Background: an optimization exercise with open tools, aiming at small area and a short achievable clock period. Do not read the settings as production practice.
No functional check of the RTL was part of any run shown here.
Power and IR drop assume default switching activity.

### flow/design.v
module unified_mem_rsel #(
    parameter int WA = 4
) (
    input  logic            d_req,
    input  logic [WA-1:0]   d_wa,
    input  logic [WA-1:0]   f_wa,
    output logic [2**WA-1:0] sel
);
    always_comb begin
        for (int w = 0; w < 2 ** WA; w++)
            sel[w] = d_req ? (d_wa == WA'(w)) : (f_wa == WA'(w));
    end
endmodule
module unified_mem_rbit8 (
    input  logic [7:0] sel,
    input  logic [7:0] d,
    output logic       q
);
    assign q = |(sel & d);
endmodule
module unified_mem_ao4 #(
    parameter int W = 8
) (
    input  logic [3:0]   c,
    input  logic [W-1:0] l0, l1, l2, l3,
    input  logic [W-1:0] h0, h1, h2, h3,
    output logic [W-1:0] r
);
    assign r = ({W{c[0]}} & (l0 | h0)) | ({W{c[1]}} & (l1 | h1)) |
               ({W{c[2]}} & (l2 | h2)) | ({W{c[3]}} & (l3 | h3));
endmodule
module unified_mem_ao3 #(
    parameter int W = 8
) (
    input  logic [2:0]   c,
    input  logic [W-1:0] l0, l1, h0, h1,
    input  logic         sl, sh,
    output logic [W-1:0] r
);
    assign r = ({W{c[0]}} & (l0 | h0)) | ({W{c[1]}} & (l1 | h1)) | {W{c[2] & (sl | sh)}};
endmodule
module unified_mem_ao2 #(
    parameter int W = 16
) (
    input  logic [1:0]   c,
    input  logic [W-1:0] l0, h0,
    input  logic         sl, sh,
    output logic [W-1:0] r
);
    assign r = ({W{c[0]}} & (l0 | h0)) | {W{c[1] & (sl | sh)}};
endmodule
module unified_mem_ldsel (
    input  logic        rst_n,
    input  logic        d_req,
    input  logic        d_we,
    input  logic [2:0]  f3,
    input  logic [1:0]  a,
    output logic [3:0]  bsel,    
    output logic [1:0]  hsel,    
    output logic        lw,      
    output logic        sxb,     
    output logic        sxw,     
    output logic [3:0]  tx       
);
    logic ld;
    assign ld      = rst_n & d_req & ~d_we;
    assign lw      = ld & (f3 == 3'b010) & (a == 2'b00);
    assign hsel[0] = ld & ~f3[1] & f3[0] & (a == 2'b00) | lw;
    assign hsel[1] = ld & ~f3[1] & f3[0] & (a == 2'b10);
    always_comb begin
        bsel = '0;
        if (ld && f3[1:0] == 2'b00) bsel[a] = 1'b1;
    end
    assign sxb = ld & (f3 == 3'b000);
    assign sxw = ld & ((f3 == 3'b000) | (f3 == 3'b001) & ~a[0]);
    assign tx  = f3[0] ? {a[1], 1'b0, ~a[1], 1'b0} : 4'b0001 << a;
endmodule
module unified_mem_wen #(
    parameter int WA = 4
) (
    input  logic                rst_n,
    input  logic                d_req,
    input  logic                d_we,
    input  logic [2:0]          f3,
    input  logic [1:0]          a,
    input  logic [WA-1:0]       wa,
    output logic [4*2**WA-1:0]  en
);
    logic       st;
    logic [3:0] lane;
    assign st      = rst_n & d_req & d_we;
    assign lane[0] = st & (a == 2'b00) & ((f3 == 3'b000) | (f3 == 3'b001) | (f3 == 3'b010));
    assign lane[1] = st & ((f3 == 3'b000) & (a == 2'b01) | (f3 == 3'b001) & (a == 2'b00) |
                           (f3 == 3'b010) & (a == 2'b00));
    assign lane[2] = st & ((f3 == 3'b000) & (a == 2'b10) | (f3 == 3'b001) & (a == 2'b10) |
                           (f3 == 3'b010) & (a == 2'b00));
    assign lane[3] = st & ((f3 == 3'b000) & (a == 2'b11) | (f3 == 3'b001) & (a == 2'b10) |
                           (f3 == 3'b010) & (a == 2'b00));
    always_comb begin
        for (int w = 0; w < 2 ** WA; w++)
            for (int k = 0; k < 4; k++)
                en[4*w+k] = lane[k] & (wa == WA'(w));
    end
endmodule
module unified_mem_sgnw (
    input  logic [3:0] tx,
    input  logic [3:0] d,
    output logic       s
);
    assign s = |(tx & d);
endmodule
module unified_mem_ldfmt (
    input  logic [3:0]  bsel,
    input  logic [1:0]  hsel,
    input  logic        lw,
    input  logic        sxb,
    input  logic        sxw,
    input  logic        sgn_l,
    input  logic        sgn_h,
    input  logic [31:0] wl,
    input  logic [31:0] wh,
    output logic [31:0] r
);
    unified_mem_ao4 #(.W(8)) u_b0 (
        .c({bsel[3], bsel[2] | hsel[1], bsel[1], bsel[0] | hsel[0]}),
        .l0(wl[7:0]), .l1(wl[15:8]), .l2(wl[23:16]), .l3(wl[31:24]),
        .h0(wh[7:0]), .h1(wh[15:8]), .h2(wh[23:16]), .h3(wh[31:24]), .r(r[7:0])
    );
    unified_mem_ao3 #(.W(8)) u_b1 (
        .c({sxb, hsel[1], hsel[0]}), .l0(wl[15:8]), .l1(wl[31:24]), .h0(wh[15:8]),
        .h1(wh[31:24]), .sl(sgn_l), .sh(sgn_h), .r(r[15:8])
    );
    unified_mem_ao2 #(.W(16)) u_h1 (
        .c({sxw, lw}), .l0(wl[31:16]), .h0(wh[31:16]), .sl(sgn_l), .sh(sgn_h), .r(r[31:16])
    );
endmodule
module unified_mem_ifrdy (
    input  logic rst_n,
    input  logic d_req,
    output logic if_ready
);
    assign if_ready = rst_n & ~d_req;
endmodule
module unified_mem_pipe #(
    parameter int ADDR_W   = 6,
    parameter int READ_LAT = 1,
    parameter int CNT_W    = 16
) (
    input  logic              clk,
    input  logic              rst_n,
    input  logic              if_req,
    input  logic [ADDR_W-1:0] if_addr,
    output logic              if_ready,
    output logic              if_valid,
    output logic [31:0]       if_rdata,
    input  logic              d_req,
    input  logic              d_we,
    input  logic [2:0]        d_funct3,
    input  logic [ADDR_W-1:0] d_addr,
    input  logic [31:0]       d_wdata,
    output logic              d_ready,
    output logic              d_valid,
    output logic [31:0]       d_rdata,
    output logic              d_err,
    output logic [CNT_W-1:0]  conflict_cnt
);
    localparam int WA    = ADDR_W - 2;
    localparam int WORDS = 2 ** WA;
    logic [31:0]       mem [WORDS];
    logic              d_acc;
    logic              if_acc;
    logic              d_err_c;
    logic [4*WORDS-1:0] wen;
    logic [31:0]       wd;
    logic [WORDS-1:0]  rsel;
    logic [31:0]       rd_lo;
    logic [31:0]       rd_hi;
    logic [31:0]       ld_val;
    logic [CNT_W-1:0]  cnt_q;
    logic              d_vld_p0_q;
    logic              d_err_p0_q;
    logic [31:0]       d_rdata_p0_q;
    logic              if_vld_p0_q;
    logic [31:0]       if_rdata_p0_q;
    function automatic logic acc_err(input logic we, input logic [2:0] f3, input logic [1:0] a);
        logic e;
        case (f3)
            3'b000:  e = 1'b0;
            3'b001:  e = a[0];
            3'b010:  e = (a != 2'b00);
            3'b100:  e = we;
            3'b101:  e = we | a[0];
            default: e = 1'b1;
        endcase
        acc_err = e;
    endfunction
    assign d_ready  = rst_n;
    unified_mem_ifrdy u_ifrdy (.rst_n(rst_n), .d_req(d_req), .if_ready(if_ready));
    assign d_acc    = rst_n & d_req;
    assign if_acc   = rst_n & if_req & ~d_req;
    assign d_err_c  = acc_err(d_we, d_funct3, d_addr[1:0]);
    unified_mem_wen #(.WA(WA)) u_wen (
        .rst_n(rst_n), .d_req(d_req), .d_we(d_we), .f3(d_funct3), .a(d_addr[1:0]),
        .wa(d_addr[ADDR_W-1:2]), .en(wen)
    );
    assign wd[7:0]   = d_wdata[7:0];
    assign wd[15:8]  = (d_funct3[1:0] == 2'b00) ? d_wdata[7:0] : d_wdata[15:8];
    assign wd[23:16] = d_funct3[1] ? d_wdata[23:16] : d_wdata[7:0];
    assign wd[31:24] = d_funct3[1] ? d_wdata[31:24] :
                       (d_funct3[0] ? d_wdata[15:8] : d_wdata[7:0]);
    always_ff @(posedge clk) begin
        for (int w = 0; w < WORDS; w++)
            for (int k = 0; k < 4; k++)
                if (wen[4*w+k]) mem[w][8*k +: 8] <= wd[8*k +: 8];
    end
    unified_mem_rsel #(.WA(WA)) u_rsel (
        .d_req(d_req), .d_wa(d_addr[ADDR_W-1:2]), .f_wa(if_addr[ADDR_W-1:2]), .sel(rsel)
    );
    for (genvar b = 0; b < 32; b++) begin : g_rbit
        logic [WORDS-1:0] col;
        for (genvar w = 0; w < WORDS; w++) begin : g_col
            assign col[w] = mem[w][b];
        end
        unified_mem_rbit8 u_lo (.sel(rsel[7:0]),  .d(col[7:0]),  .q(rd_lo[b]));
        unified_mem_rbit8 u_hi (.sel(rsel[15:8]), .d(col[15:8]), .q(rd_hi[b]));
    end
    logic [3:0] ld_bsel;
    logic [1:0] ld_hsel;
    logic       ld_lw, ld_sxb, ld_sxw;
    logic [3:0] ld_tx;
    logic [WORDS-1:0] sgn_col;
    logic       sgn_lo, sgn_hi;
    unified_mem_ldsel u_ldsel (
        .rst_n(rst_n), .d_req(d_req), .d_we(d_we), .f3(d_funct3), .a(d_addr[1:0]),
        .bsel(ld_bsel), .hsel(ld_hsel),
        .lw(ld_lw), .sxb(ld_sxb), .sxw(ld_sxw), .tx(ld_tx)
    );
    for (genvar w = 0; w < WORDS; w++) begin : g_sgn
        unified_mem_sgnw u_sgnw (
            .tx(ld_tx), .d({mem[w][31], mem[w][23], mem[w][15], mem[w][7]}), .s(sgn_col[w])
        );
    end
    unified_mem_rbit8 u_sgn_lo (.sel(rsel[7:0]),  .d(sgn_col[7:0]),  .q(sgn_lo));
    unified_mem_rbit8 u_sgn_hi (.sel(rsel[15:8]), .d(sgn_col[15:8]), .q(sgn_hi));
    unified_mem_ldfmt u_ldfmt (
        .bsel(ld_bsel), .hsel(ld_hsel), .lw(ld_lw), .sxb(ld_sxb), .sxw(ld_sxw),
        .sgn_l(sgn_lo), .sgn_h(sgn_hi), .wl(rd_lo), .wh(rd_hi), .r(ld_val)
    );
    always_ff @(posedge clk or negedge rst_n) begin
        if (!rst_n) begin
            d_vld_p0_q    <= 1'b0;
            d_err_p0_q    <= 1'b0;
            d_rdata_p0_q  <= '0;
            if_vld_p0_q   <= 1'b0;
            if_rdata_p0_q <= '0;
            cnt_q         <= '0;
        end else begin
            d_vld_p0_q    <= d_acc;
            d_err_p0_q    <= d_acc & d_err_c;
            d_rdata_p0_q  <= ld_val;
            if_vld_p0_q   <= if_acc;
            if_rdata_p0_q <= if_acc ? (rd_lo | rd_hi) : '0;
            if (if_req && d_req && !(&cnt_q)) cnt_q <= cnt_q + CNT_W'(1);
        end
    end
    generate
        if (READ_LAT >= 2) begin : g_lat2
            logic        d_vld_p1_q;
            logic        d_err_p1_q;
            logic [31:0] d_rdata_p1_q;
            logic        if_vld_p1_q;
            logic [31:0] if_rdata_p1_q;
            always_ff @(posedge clk or negedge rst_n) begin
                if (!rst_n) begin
                    d_vld_p1_q    <= 1'b0;
                    d_err_p1_q    <= 1'b0;
                    d_rdata_p1_q  <= '0;
                    if_vld_p1_q   <= 1'b0;
                    if_rdata_p1_q <= '0;
                end else begin
                    d_vld_p1_q    <= d_vld_p0_q;
                    d_err_p1_q    <= d_err_p0_q;
                    d_rdata_p1_q  <= d_rdata_p0_q;
                    if_vld_p1_q   <= if_vld_p0_q;
                    if_rdata_p1_q <= if_rdata_p0_q;
                end
            end
            assign d_valid  = d_vld_p1_q;
            assign d_err    = d_err_p1_q;
            assign d_rdata  = d_rdata_p1_q;
            assign if_valid = if_vld_p1_q;
            assign if_rdata = if_rdata_p1_q;
        end else begin : g_lat1
            assign d_valid  = d_vld_p0_q;
            assign d_err    = d_err_p0_q;
            assign d_rdata  = d_rdata_p0_q;
            assign if_valid = if_vld_p0_q;
            assign if_rdata = if_rdata_p0_q;
        end
    endgenerate
    assign conflict_cnt = cnt_q;
endmodule
### flow/flow/run.sh
#!/bin/bash
# Standard synthesis, then the standard layout with these changes: ports are buffered with
# buf_2 instead of the resizer's default pick; repair may resize a cell to any cell of the
# same function (not only the same footprint); the clock tree uses clkbuf_4/8, sink clusters
# of up to 16 and no dummy loads; and before global routing, eco.tcl reconnects the gates of
# the input-to-output paths (if_ready, d_ready) to the input port buffers, bypassing fanout
# buffers. Each make's full output goes to its own log.
set -euo pipefail
bash standard.sh synth > synth.log 2>&1
bash standard.sh MATCH_CELL_FOOTPRINT=0 \
  "BUFFER_PORTS_ARGS=-buffer_cell sky130_fd_sc_hd__buf_2" \
  "CTS_ARGS=-sink_clustering_enable -repair_clock_nets -dont_use_dummy_load -sink_clustering_size 16 -sink_clustering_max_diameter 60 -buf_list {sky130_fd_sc_hd__clkbuf_4 sky130_fd_sc_hd__clkbuf_8}" \
  "PRE_GLOBAL_ROUTE_TCL=$PWD/flow/eco.tcl" \
  finish > layout.log 2>&1
### flow/flow/eco.tcl
# Port bypass: a combinational path from an input port to an output port should pass only
# the input port's buffer, the logic, and the output port's buffer. Placement repair may
# leave fanout buffers of a big input net (rst_n) on such a path; this reconnects the gate
# pins (and output buffer inputs) on those paths to the input buffer's own output net.
proc eco_is_buf {inst} {
  set m [[$inst getMaster] getName]
  return [expr {[string match "sky130_fd_sc_hd__buf_*" $m] || [string match "sky130_fd_sc_hd__clkbuf_*" $m]}]
}
proc eco_driver {net} {
  foreach it [$net getITerms] {
    if {[$it isOutputSignal]} { return $it }
  }
  return ""
}
proc eco_root {net} {
  # Follow buffers back while the buffer is not an input port's own buffer.
  for {set i 0} {$i < 20} {incr i} {
    set d [eco_driver $net]
    if {$d eq ""} { return $net }
    set inst [$d getInst]
    if {![eco_is_buf $inst]} { return $net }
    set a [$inst findITerm A]
    set anet [$a getNet]
    if {$anet eq "NULL" || $anet eq ""} { return $net }
    if {[llength [$anet getBTerms]] > 0} { return $net }
    set net $anet
  }
  return $net
}
proc eco_reconnect {it} {
  set net [$it getNet]
  if {$net eq "NULL" || $net eq ""} { return 0 }
  set root [eco_root $net]
  if {[$root getName] ne [$net getName]} {
    puts "ECO: [[$it getInst] getName]/[[$it getMTerm] getName]: [$net getName] -> [$root getName]"
    $it disconnect
    $it connect $root
    return 1
  }
  return 0
}
proc eco_port_bypass {} {
  set blk [ord::get_db_block]
  set n 0
  foreach bt [$blk getBTerms] {
    if {[$bt getIoType] ne "OUTPUT"} { continue }
    set onet [$bt getNet]
    set d [eco_driver $onet]
    if {$d eq ""} { continue }
    set ob [$d getInst]
    if {![eco_is_buf $ob]} { continue }
    set a [$ob findITerm A]
    set anet [$a getNet]
    set g [eco_driver $anet]
    if {$g eq ""} { continue }
    set ginst [$g getInst]
    if {[eco_is_buf $ginst]} {
      incr n [eco_reconnect $a]
    } elseif {![string match "*df*" [[$ginst getMaster] getName]]} {
      foreach it [$ginst getITerms] {
        if {[$it isInputSignal]} { incr n [eco_reconnect $it] }
      }
    }
  }
  puts "ECO: port bypass reconnected $n pins"
}
eco_port_bypass
### flow/standard.sh
#!/bin/bash
# synth_recipe.tcl (not shown) runs the flow's synth.tcl, then flattens the netlist and writes it again
# the make line also repeats each setting of config.mk as NAME=value (left out here)
make -C /OpenROAD-flow-scripts/flow DESIGN_CONFIG=/design/flow/config.mk WORK_HOME=/design/flow/orfs CLKGATE_MAP_FILE= SYNTH_SCRIPT=/design/flow/synth_recipe.tcl "${@:-finish}"
### flow/config.mk
export PLATFORM = sky130hd
export DESIGN_NAME = unified_mem_pipe
export DESIGN_NICKNAME = unified_mem_pipe
export VERILOG_FILES = /design/flow/design.v
export SDC_FILE = /design/flow/constraint.sdc
export NUM_CORES = 4
export LEC_CHECK = 0
export CAP_MARGIN = 20
export CORE_MARGIN = 2
export CORE_UTILIZATION = 50
export SETUP_SLACK_MARGIN = 2.9
export SLEW_MARGIN = 20
export SYNTH_HIERARCHICAL = 1
export TNS_END_PERCENT = 0
### flow/constraint.sdc
create_clock -name core_clock -period 5.5 [get_ports {clk}]
set_input_delay 1.1000 -clock core_clock [delete_from_list [all_inputs] [get_ports {clk}]]
set_output_delay 1.1000 -clock core_clock [all_outputs]
set_load 0.01 [all_outputs]
==> metrics.md, run 1 <==
| Metric | Value |
|---|---|
| WP data required | around 6000 ps |
| CTS tree | yes |
| Distinct cells, synth | slightly above 60 |
| RSZ-0062 raised after global routing | true |
| Gr ovfl total | 0 |
| Fin. max-slew vios | 0 |
| Area Growth Syn to Fin | 13.67% |
| Full die area | ~47,000 um^2 |
| Core Area | about 45,000 um^2 |
| # IOs | 137 |
| Reg2reg end | d_rdata_p0_q[15]$_DFF_PN0_ |
| Flop2flop setup slack | roughly 3500 ps |
| Worst VDD drop | ~260 uV |
| Worst Path Max Fanout | 33 |
| Slew Limit Headroom | between 30% and 40% |
| Clock latency (worst-skew pair) | around 670 ps |
| Final WS setup | 2710 ps |
| CP Launch Type | primary input |
| GRT Total Usage | between 20% and 30% |
| Post-synthesis sequential area ratio | 76.54% |
| Max Cap Viol | 0 |
| Drt drc | 0 |
| Final estimated routing congestion in global placement | 1.007 |
| DR vias | between 10,000 and 15,000 |
| Final period utilization | approximately half |
| Die W | 217.5 um |
| Sw Share | between 20% and 30% |
| Clk pwr share | between 20% and 30% |
| CTS buffer count | 46 |
| Clock skew | between 50 and 60 ps |
| Fillers | approximately 3,600 |
| CTS max path bufs | 3 |
| FMAX | 0.3584 GHz |
| Sum Neg Setup Slack | 0 ps |
| Post-Syn Area | between 20,000 and 25,000 um^2 |
| Design Area, Final | roughly 26,000 um^2 |
| Dpl ws | about 1400 ps |
| Antenna viol nets, final | 0 |
| Commonest non-fill, non-tap cell in the layout | edfxtp_1 |
| Top FF cell, synth | edfxtp_1 |
| Number of synthesized flops with an enable pin | roughly 510 |
| Total Power Consumption | a little under 8 mW |
| Reg-to-Reg Start | mem[0][23]$_DFFE_PP_ |
| Synthesized instance count | 1,420 |
| Largest net degree at the start of global routing | 38 |
| DR vias/cell | roughly 6.4 |
| P_leak | slightly below 9 nW |
| Sequential Power Share | 64.9% |
| Detailed placer's ending HPWL | roughly 42 mm |
| Hold-fix buffers at CTS | 0 |
| Nets@finish | around 1,700 |
| Crit path DAT | about 3300 ps |
| Pwr dens | between 200 and 300 nW/um^2 |
| Cell Area, Placed | ~25,000 um^2 |
| Row cnt | 78 |
| Clock sinks | approximately 600 |
| Root buffer cell | clkbuf_8 |
| Gate power share | under 10% |
| CTS H-tree lvls | 2 |
| Post-synthesis register bit count | 595 |
| Wire length per cell | roughly 29 um |
| Initial Util | approximately half |
| First-pass GRT wire length | approximately 93 mm |
| Hold WC Path Type | in -> async |
| Period minus WS final | approximately 2800 ps |
| R2R depth | 6 |
| Final hold viol count | 0 |
| Number of global-route vias before repair | between 10,000 and 15,000 |
| Crit Path Class | in -> reg |
| Post-synthesis async set-or-reset flop share | 13.95% |
| Total Routed Length | about 64 mm |
| Die Ht | 217.5 um |
| Int Pwr | approximately 5.9 mW |
| Post-synth net total | around 1,500 |
| Sw Pwr | 1.797 mW |
| Initial DRC Count | about 1,700 |
| Synth warnings | 11 |
| First-pass DRT Iterations | 7 |
| Final setup vio count | 0 |
| Status | timing/DRC/antenna clean |
| Hold slack | around 280 ps |
| Worst-path clk slew | approximately 90 ps |
| Highest-count cells in the layout ignoring fill and taps | edfxtp_1, a22oi_1, buf_2 |
| Post-synthesis average cell area | roughly 16 um^2 |
| Proportion of layout cells with a drive suffix above 1 | roughly a quarter |
| Antenna violations before repair | 2 |
| IO buf count | ~130 |
| Worst Max-Slew Pin Slew | 992.5 ps |
| Endpoint class of the critical path | flop |
==> layer usage <==
| metal | wire length, um | track usage [%] |
|---|---|---|
| met5 | 81 | 0.9375 |
| met4 | 2231 | 10.00 |
| met3 | 6307 | 6.402 |
| met2 | 30760 | 43.92 |
| met1 | 25060 | 36.34 |
==> through the flow <==
stage	utilization, %	std cells
after global routing	57.35	2256
after detailed placement	54.69	2191
after CTS	57.12	2252
final	57.35	2257
after global placement	54.64	2191
after floorplan	-	1420
==> registers in the layout, summed over array words and instances (netlist names) <==
signal	flops
mem	512
d_rdata_p0_q	32
if_rdata_p0_q	32
cnt_q	16
d_err_p0_q	1
d_vld_p0_q	1
if_vld_p0_q	1
==> cells by family (layout without fill, tap and decap cells) <==
kind of cell	count (synthesis)	after routing	share of synthesized area (%)
flip-flops	595	595	76.54
AO/OA/AOI/OAI	408	408	12.78
AND/OR/NAND/NOR	350	350	8.287
buffers and inverters	29	265	0.6476
multiplexers	27	27	1.306
XOR/XNOR	10	10	0.3842
adder cells (fa/ha/maj)	1	1	0.05487
other	0	1	0
==> Yosys stat by module, one instance, submodules excluded, excerpt <==
| module | area (um^2) | flops+latches | copies in the design |
|---|---|---|---|
| unified_mem_ifrdy | 13.76 | 0 | 1 |
| unified_mem_sgnw | 18.77 | 0 | 16 |
| unified_mem_ldfmt | 12.51 | 0 | 1 |
| unified_mem_rbit8 | 36.28 | 0 | 66 |
| unified_mem_pipe | 18530 | 595 | 1 |
| unified_mem_ldsel | 172.7 | 0 | 1 |
==> critical path, stage by stage <==
cell and delay [ps]:
buf_4 290, nand3b_1 290, a22oi_2 120, buf_4 310, a22oi_1 250, nand4_1 300
o21ai_1 480, nand4_1 140
==> final cells by class <==
cell class / count / area [um^2] / area share (%)
timing repair buffer: 216 / 1440 / 5.557
tap: 600 / 750.7 / 2.897
inverter: 3 / 11.26 / 0.04345
multi-input combinational: 796 / 5627 / 21.71
clock buffer: 46 / 633.1 / 2.443
sequential: 595 / 17450 / 67.34
antenna: 1 / 2.502 / 0.009656
==> worst max path at each step <==
stage / from / endpoint
after global routing: d_funct3[0] / mem[4][7]$_DFFE_PP_
final: d_req / d_rdata_p0_q[3]$_DFF_PN0_
after detailed placement: d_req / d_rdata_p0_q[27]$_DFF_PN0_
after CTS: d_addr[0] / d_rdata_p0_q[15]$_DFF_PN0_
after global placement: d_req / d_rdata_p0_q[5]$_DFF_PN0_
after floorplan: d_req / d_rdata_p0_q[21]$_DFF_PN0_
==> power by group through the flow <==
| stage | logic, mW | clock network, mW | registers (mW) |
|---|---|---|---|
| detailed placement | 0.587 | 0 | 5.09 |
| global placement | 0.574 | 0 | 5.09 |
| CTS | 0.615 | 2.12 | 4.99 |
| global route | 0.678 | 2.27 | 5.00 |
| finish | 0.633 | 2.07 | 4.99 |
| floorplan | 0.287 | 0 | 5.10 |
==> timing repair <==
| action | in CTS | in global routing |
|---|---|---|
| buffers inserted | 14 | 4 |
| gates resized for setup | 87 | 24 |
| pin swaps | 9 | 6 |
| gates cloned | 1 | 0 |
| setup endpoints to repair | 368 | 319 |
| endpoints found under the hold margin | 0 | 0 |
==> synth_stat cells (3+ instances only) <==
master / n / area [um^2]
edfxtp_1: 512 / 15370
a22oi_1: 311 / 2335
nor2_1: 106 / 397.9
dfrtp_1: 83 / 2077
nand4_1: 76 / 475.5
o21ai_0: 76 / 380.4
nand2_1: 54 / 202.7
nor3_1: 31 / 155.2
mux2_2: 18 / 202.7
clkbuf_1: 15 / 56.30
nand3_1: 14 / 70.07
nand3b_1: 11 / 82.58
xor2_1: 9 / 78.83
mux2i_1: 8 / 80.08
nor4_1: 7 / 43.79
a21oi_1: 6 / 30.03
nor3_2: 6 / 60.06
or3b_1: 6 / 52.55
nand2b_1: 5 / 31.28
buf_2: 4 / 20.02
buf_6: 4 / 45.04
nor4b_1: 4 / 35.03
and4_1: 3 / 26.28
inv_1: 3 / 11.26
nor2b_1: 3 / 18.77
nor3b_1: 3 / 22.52
==> run 2, diff against run 1 <==
--- a/flow/config.mk
+++ b/flow/config.mk
@@ -10,3 +10,3 @@
 export CORE_UTILIZATION = 50
-export SETUP_SLACK_MARGIN = 2.9
+export SETUP_SLACK_MARGIN = 3.1
 export SLEW_MARGIN = 20
==> run 2 against run 1 <==
Flip-flop and latch count unchanged. Total power increased by 0.34%. Final area grew 1.3%. Global-route usage up 0.17 points. Non-clock buffer count grew 10. Clock skew up 2.5 ps. Combinational power is 3% higher. Core utilization up 0.74 points. Still clean on timing, DRC and antenna.
==> metrics.md, run 2 <==
| Metric | Value |
|---|---|
| Status | timing/DRC/antenna clean |
| Area Growth Syn to Fin | 15.14% |
| Total Power Consumption | 7.721 mW (+0.34%) |
| Post-synthesis async set-or-reset flop share | 13.95% (unchanged) |
| Commonest cells post-synth | edfxtp_1, a22oi_1, nor2_1, dfrtp_1 |
| Initial Util | 50.46% (unchanged) |
| Simple-Gate Fraction of Synth Area | 8.287% (unchanged) |
| Wire length per cell | 28.65 um (+0.34%) |
| Commonest non-fill, non-tap cell in the layout | edfxtp_1 |
| Clock sinks | 595 (unchanged) |
| Antenna violations before repair | 1 (-1) |
| Synthesized instance count | 1,420 (unchanged) |
| Period minus WS final | 2622 ps (-168.0 ps) |
| Sum Neg Setup Slack | 0 ps (unchanged) |
| Gr ovfl total | 0 (unchanged) |
| IO buf count | 134 (unchanged) |
| Hold WC Path Type | in -> async |
| Post-synth net total | 1,473 (unchanged) |
| FMAX | 0.3814 GHz (+6.4%) |
| Full die area | 47,320 um^2 (unchanged) |
| Drt drc | 0 (unchanged) |
| CTS tree | yes |
| Die W | 217.5 um (unchanged) |
| DR vias/cell | 6.436 (+0.15%) |
| Highest-count cells in the layout ignoring fill and taps | edfxtp_1, a22oi_1, buf_2 |
| Worst VDD drop | 260.6 uV (+0.10%) |
| Post-Syn Area | 22,800 um^2 (unchanged) |
| Largest register FFs | 512 (unchanged) |
| Synth top area cells | edfxtp_1, a22oi_1, dfrtp_1, nand4_1, nor2_1 |
| Largest net degree at the start of global routing | 38 (unchanged) |
| Fin. max-slew vios | 0 (unchanged) |
| Top FF cell, synth | edfxtp_1 |
| Reg with most FFs | mem |
| Pwr dens | 294.1 nW/um^2 (-0.93%) |
| First-pass GRT wire length | 93.26 mm (+0.57%) |
| GRT Total Usage | 27.44% (+0.17 points) |
| Proportion of layout cells with a drive suffix above 1 | 24.55% (+1.2 points) |
| Die Ht | 217.5 um (unchanged) |
| Total Routed Length | 64.93 mm (+0.74%) |
| Diodes inserted | 0 (-1) |
| Crit Path Class | in -> reg |
| Worst Path Max Fanout | 25 (-24%) |
| CTS buffer count | 46 (unchanged) |
| Clock skew | 62.43 ps (+2.476 ps) |
| Number of synthesized flops with an enable pin | 512 (unchanged) |
| Clock latency (worst-skew pair) | 670 ps (about the same) |
| Post-synthesis mux area share | 1.306% (unchanged) |
| Worst Max-Slew Pin Slew | 987.6 ps (-4.921 ps) |
| Final setup vio count | 0 (unchanged) |
| Largest family of logic cells by synthesized area | compound AO/OA/AOI/OAI gates |
| Post-synthesis average cell area | 16.06 um^2 (unchanged) |
| P_leak | 8.909 nW (+1.4%) |
| DR vias | 14,580 (+0.55%) |
| Fillers | 3,524 (-0.90%) |
| Post-synth top area share | 67.43% (unchanged) |
| Area leader, netlist | edfxtp_1 |
| RSZ-0062 raised after global routing | true |
| Final estimated routing congestion in global placement | 1.007 (unchanged) |
| Hold-fix buffers at CTS | 0 (unchanged) |
| Post-synthesis xor/xnor area fraction | 0.3842% (unchanged) |
| Antenna viol nets, final | 0 (unchanged) |
| Synth Area in Adders | 0.05488% (unchanged) |
| Max Cap Viol | 0 (unchanged) |
| Worst-path clk slew | 90 ps (about the same) |
| Root buffer cell | clkbuf_8 |
| # IOs | 137 (unchanged) |
| Row cnt | 78 (unchanged) |
| CP Launch Type | primary input |
| Final period utilization | 47.67% (-3.1 points) |
| WP data required | 5930 ps (-80 ps) |
| Biggest regs | mem x512, d_rdata_p0_q x32, if_rdata_p0_q x32 |
| Nets@finish | 1,721 (+0.58%) |
| CTS H-tree lvls | 2 (unchanged) |
| Initial DRC Count | 1,600 (-7.8%) |
| Top-count cell post-synth | edfxtp_1 |
| Number of global-route vias before repair | 14,060 (+0.050%) |
| Synth warnings | 11 (unchanged) |
| Post-synthesis compound-gate area fraction | 12.78% (unchanged) |
| First-pass DRT Iterations | 6 (-1) |
| Endpoint class of the critical path | flop |
| Final hold viol count | 0 (unchanged) |
| Crit path DAT | 3060 ps (-240 ps) |
| Detailed placer's ending HPWL | 42.24 mm (unchanged) |
| Post-synthesis register bit count | 595 (unchanged) |
| Post-synthesis sequential area ratio | 76.54% (unchanged) |
| Slew Limit Headroom | 33.61% (+0.33 points) |
| Distinct cells, synth | 61 (unchanged) |
| CTS max path bufs | 3 (unchanged) |
| Core Area | 45,190 um^2 (unchanged) |
run 2: cell counts after synthesis:
Identical to the previous run, type by type.
run 2: repair_timing:
action / CTS / global route
gates resized for setup: 106 / 58
endpoints found under the setup margin: 507 / 501
pin swaps: 9 / 24
endpoints found under the hold margin: 0 / 0
gates cloned: 2 / 0
buffers inserted: 15 / 12
run 2: final timing paths:
path,from,endpoint,slack [ps],cells past startpoint
min reg2reg,cnt_q[15]$_DFFE_PN0P_,cnt_q[15]$_DFFE_PN0P_,530,1
max reg2reg,mem[0][23]$_DFFE_PP_,d_rdata_p0_q[15]$_DFF_PN0_,3480,6
max,d_funct3[0],d_rdata_p0_q[15]$_DFF_PN0_,2880,9
min in group core_clock,cnt_q[15]$_DFFE_PN0P_,cnt_q[15]$_DFFE_PN0P_,530,1
min,rst_n,if_rdata_p0_q[18]$_DFF_PN0_,250,1
max in group asynchronous,rst_n,d_rdata_p0_q[9]$_DFF_PN0_,4700,2
run 2: cell type report:
type                       instances  area [um^2]  share of cell area [%]
clock buffer                      46        633.1                   2.412
inverter                           3        11.26                 0.04290
multi-input combinational        796         5759                   21.94
sequential                       595        17450                   66.48
tap                              600        750.7                   2.860
timing repair buffer             226         1644                   6.263
run 2: modules after synthesis (local to each module, per instance), a selection:
module / cells / copies in the design
unified_mem_ifrdy: 1 / 1
unified_mem_rbit8: 5 / 66
unified_mem_ldfmt: 2 / 1
unified_mem_pipe: 776 / 1
unified_mem_sgnw: 3 / 16
unified_mem_ldsel: 22 / 1
run 2: routing by layer:
metal / wire, um / GRT usage, % / vias up
met5: 49 / 0.8333 / -
met4: 1941 / 9.795 / 2
met3: 5834 / 6.206 / 121
met2: 31510 / 44.29 / 700
met1: 25600 / 36.75 / 7443
li1: - / - / 6318
run 2: kinds of logic (layout without fill, tap and decap cells):
| family | count (synthesis) | in the layout |
|---|---|---|
| buf+inv | 29 | 275 |
| compound gates | 408 | 408 |
| fa+ha+maj | 1 | 1 |
| xor+xnor | 10 | 10 |
| flops | 595 | 595 |
| simple gates | 350 | 350 |
| mux | 27 | 27 |
run 2: critical path: stages:
cell and delay [ps]:
buf_2 130, buf_6 290, nor3_4 170, a22oi_1 350, nand2_1 100, a22oi_1 160, nand4_1 260, o21ai_4 280
nand3_1 210
run 2: power by group:
group | switching (mW) | internal (mW)
logic | 0.450 | 0.202
clock network | 1.33 | 0.750
registers | 0.0345 | 4.96
total | 1.81 | 5.91
run 2: through the flow:
stage | setup WS, ps | std cells | cell area, um^2 | util (%) | hold WS [ps]
after floorplan | 2332 | 1420 | 22910 | - | 539.8
after global placement | 1432 | 2191 | 24690 | 54.64 | 506.1
after detailed placement | 1379 | 2191 | 24710 | 54.69 | 520.2
after CTS | 2815 | 2254 | 25910 | 57.34 | 214.2
after global routing | 2877 | 2266 | 26250 | 58.09 | 236.4
final | 2878 | 2266 | 26250 | 58.09 | 252.1
==> run 3, diff against run 2 <==
--- a/flow/config.mk
+++ b/flow/config.mk
@@ -10,3 +10,3 @@
 export CORE_UTILIZATION = 50
-export SETUP_SLACK_MARGIN = 3.1
+export SETUP_SLACK_MARGIN = 3.3
 export SLEW_MARGIN = 20
==> run 3 against run 2 <==
First-iteration DRC count is 1.7% higher. Critical path type unchanged. Critical endpoint is now mem[1][20]$_DFFE_PP_. Cell count is 0.71% higher. Wire length is 0.71% higher. Combinational power is 3% higher.
==> metrics.md, run 3 <==
| Metric | Value |
|---|---|
| Number of global-route vias before repair | 14,060 (unchanged) |
| Top FF cell, synth | edfxtp_1 |
| Critical-path top delay cell | nor2_1 |
| Area leader, netlist | edfxtp_1 |
| Commonest cells post-synth | edfxtp_1, a22oi_1, nor2_1, dfrtp_1 |
| Crit Path Class | in -> reg |
| CTS tree | yes |
| Antenna viol nets, final | 0 (unchanged) |
| CTS buffer count | 46 (unchanged) |
| Reg-to-Reg Start | mem[10][23]$_DFFE_PP_ |
| Die Ht | 217.5 um (unchanged) |
| Post-synth net total | 1,473 (unchanged) |
| Worst-path clk slew | 90 ps (about the same) |
| Crit path DAT | 2860 ps (-200 ps) |
| Slew Limit Headroom | 29.88% (-3.7 points) |
| CP Capture Point | mem[1][20]$_DFFE_PP_ |
| Post-synthesis sequential area ratio | 76.54% (unchanged) |
| Distinct cells, synth | 61 (unchanged) |
| Status | timing/DRC/antenna clean |
| Final estimated routing congestion in global placement | 1.007 (unchanged) |
| Antenna violations before repair | 1 (unchanged) |
| Biggest regs | mem x512, d_rdata_p0_q x32, if_rdata_p0_q x32 |
| WP data required | 5790 ps (-140 ps) |
| Largest net degree at the start of global routing | 38 (unchanged) |
| Proportion of layout cells with a drive suffix above 1 | 26.12% (+1.6 points) |
| Worst VDD drop | 263.6 uV (+1.2%) |
| Root buffer cell | clkbuf_8 |
| Post-Syn Area | 22,800 um^2 (unchanged) |
| Clock sinks | 595 (unchanged) |
| RSZ-0062 raised after global routing | true |
| Core Area | 45,190 um^2 (unchanged) |
| Crit path from | rst_n |
| Drt drc | 0 (unchanged) |
| Synth warnings | 11 (unchanged) |
| Reg2reg end | d_rdata_p0_q[14]$_DFF_PN0_ |
| Initial Util | 50.46% (unchanged) |
| Hold WC Path Type | in -> async |
| Period minus WS final | 2575 ps (-47.40 ps) |
| Reg with most FFs | mem |
| Gr ovfl total | 0 (unchanged) |
| # IOs | 137 (unchanged) |
| Final hold viol count | 0 (unchanged) |
| FMAX | 0.3884 GHz (+1.8%) |
| Pwr dens | 290.3 nW/um^2 (-1.3%) |
| DR vias/cell | 6.450 (+0.21%) |
| IO buf count | 134 (unchanged) |
| Post-synthesis async set-or-reset flop share | 13.95% (unchanged) |
| First-pass GRT wire length | 93.26 mm (unchanged) |
| Area Growth Syn to Fin | 16.83% |
| Fin. max-slew vios | 0 (unchanged) |
| R2R depth | 8 (+2) |
| Post-synthesis register bit count | 595 (unchanged) |
| Worst Path Max Fanout | 11 (-56%) |
| Critical path's largest stage delay | 870 ps (+520 ps) |
| DR vias | 14,720 (+0.92%) |
| Post-synth top area share | 67.43% (unchanged) |
| Largest register FFs | 512 (unchanged) |
| CTS H-tree lvls | 2 (unchanged) |
| Critical-path cell list | buf_16 > buf_4 > and4_1 > nand2_1 > nor2_1 |
| Initial DRC Count | 1,627 (+1.7%) |
| Post-Place Cells | 2,191 (unchanged) |
| Final setup vio count | 0 (unchanged) |
| Flop2flop setup slack | 3520 ps (+40 ps) |
| Wire length per cell | 28.65 um (about the same) |
| Detailed placer's ending HPWL | 42.24 mm (unchanged) |
| Total Routed Length | 65.39 mm (+0.71%) |
| Clock latency (worst-skew pair) | 670 ps (about the same) |
| Nets@finish | 1,736 (+0.87%) |
| Max Cap Viol | 0 (unchanged) |
| Die W | 217.5 um (unchanged) |
| First-pass DRT Iterations | 5 (-1) |
| Endpoint class of the critical path | flop |
| Total Power Consumption | 7.731 mW (+0.13%) |
| Post-synthesis average cell area | 16.06 um^2 (unchanged) |
| Final Non-Filler Cells | 2,282 (+0.71%) |
| Row cnt | 78 (unchanged) |
| Worst Max-Slew Pin Slew | 1048 ps (+60.29 ps) |
| Full die area | 47,320 um^2 (unchanged) |
| Number of synthesized flops with an enable pin | 512 (unchanged) |
| Clock skew | 61.93 ps (-0.4981 ps) |
| Commonest non-fill, non-tap cell in the layout | edfxtp_1 |
| Top-count cell post-synth | edfxtp_1 |
| Synth top area cells | edfxtp_1, a22oi_1, dfrtp_1, nand4_1, nor2_1 |
| Sum Neg Setup Slack | 0 ps (unchanged) |
| Synthesized instance count | 1,420 (unchanged) |
| GRT Total Usage | 27.44% (unchanged) |
| P_leak | 9.088 nW (+2.0%) |
| Fillers | 3,471 (-1.5%) |
| CTS max path bufs | 3 (unchanged) |
| Final period utilization | 46.81% (-0.86 points) |
| Highest-count cells in the layout ignoring fill and taps | edfxtp_1, a22oi_1, buf_2 |
| CP Launch Type | primary input |
## run 3: cell counts after synthesis
Identical to the previous run, type by type.
## run 3: area by class of cell
| class | count | area [um^2] | area share [%] |
|---|---|---|---|
| Sequential cell | 595 | 17450 | 65.52 |
| Multi-Input combinational cell | 799 | 5924 | 22.24 |
| Timing Repair Buffer | 238 | 1862 | 6.990 |
| Tap cell | 600 | 750.7 | 2.818 |
| Clock buffer | 46 | 633.1 | 2.377 |
| Inverter | 3 | 11.26 | 0.04228 |
| Antenna cell | 1 | 2.502 | 0.009395 |
## run 3: power by group
group,internal [mW],leakage [nW],total (mW),switching (mW)
combinational,0.214,3.06,0.671,0.457
sequential,4.96,5.70,4.99,0.0352
clock,0.750,0.331,2.07,1.32
## run 3: kinds of logic (layout without fill, tap and decap cells)
group	after synthesis	after routing	synth area share [%]
other	0	1	0
AOI/OAI and AO/OA	408	408	12.78
and+or+nand+nor	350	353	8.287
muxes	27	27	1.306
buffers and inverters	29	287	0.6476
DFF	595	595	76.54
xor gates and xnor gates	10	10	0.3842
adders and majority gates	1	1	0.05487
## run 3: through the flow
step,setup slack [ps],hold WS (ps),area (um^2),util (%)
finish,2925,254.3,26640,58.95
global route,2925,236.4,26630,58.94
CTS,2815,214.2,25910,57.34
detailed placement,1379,520.2,24710,54.69
global placement,1432,506.1,24690,54.64
floorplan,2332,539.8,22910,-
## run 3: worst min-delay path by stage
stage / end / slack [ps] / depth (start not counted)
finish: if_rdata_p0_q[18]$_DFF_PN0_ / 250 / 1
global route: if_rdata_p0_q[18]$_DFF_PN0_ / 240 / 1
CTS: d_rdata_p0_q[20]$_DFF_PN0_ / 210 / 1
detailed placement: cnt_q[15]$_DFFE_PN0P_ / 520 / 1
global placement: cnt_q[15]$_DFFE_PN0P_ / 510 / 1
floorplan: cnt_q[15]$_DFFE_PN0P_ / 540 / 1
## run 3: worst max-delay path, delay by kind of cell
kind / cells / cell delay [ps]
simple gates: 3 / 1420
buf+inv: 2 / 330
## run 3: routing by layer
layer	wire, um	vias up	GRT usage (%)
met5	77	-	0.8333
met4	2010	4	9.795
met3	6224	141	6.206
met2	31460	772	44.29
met1	25610	7445	36.75
li1	-	6356	-
## run 3: repair_timing
item                       in CTS  in global routing
gates resized for setup       106                105
hold buffers                    0                  0
cloned                          2                  4
pin swaps                       9                 35
buffers inserted               15                 23
setup endpoints to repair     789                785
## run 3: modules after synthesis (local to each module, per instance), a selection
module	cell area (um^2)	flops+latches	times used
unified_mem_sgnw	18.77	0	16
unified_mem_ldsel	172.7	0	1
unified_mem_ifrdy	13.76	0	1
unified_mem_ldfmt	12.51	0	1
unified_mem_pipe	18530	595	1
unified_mem_rbit8	36.28	0	66

## static timing again, ports no longer ideal
In the flow no input, the clock included, has a driving cell. The finished layouts below were timed again as built, in two steps. Step 1 sets driving cells, clkbuf_16 on the clock port and buf_2 on the other inputs (assumed; they add their load-dependent delay and slew). Step 2, shift: input delay + t, output delay - t, t = (earliest + latest rising clock arrival at the registers) / 2. This alone moves slack from input paths to output paths. Slacks: no drivers / after step 1 / after step 2; pairs: no drivers / after step 1.
| run | t (ns) | setup slack, ns | latest minus earliest clock arrival (ns) | cell pins on the clock port's net |
|---|---|---|---|---|
| run 1 | 0.693 | 2.710 / 2.734 / 2.043 | 0.060 / 0.060 | 1 |
| run 2 | 0.690 | 2.878 / 2.743 / 2.099 | 0.063 / 0.062 | 1 |
| run 3 | 0.689 | 2.925 / 2.759 / 2.098 | 0.062 / 0.062 | 1 |
After both steps setup and hold are still met in every run listed. The setup slack of run 3, which loses most, moves by -0.166 ns with the drivers and by -0.827 ns with both steps.
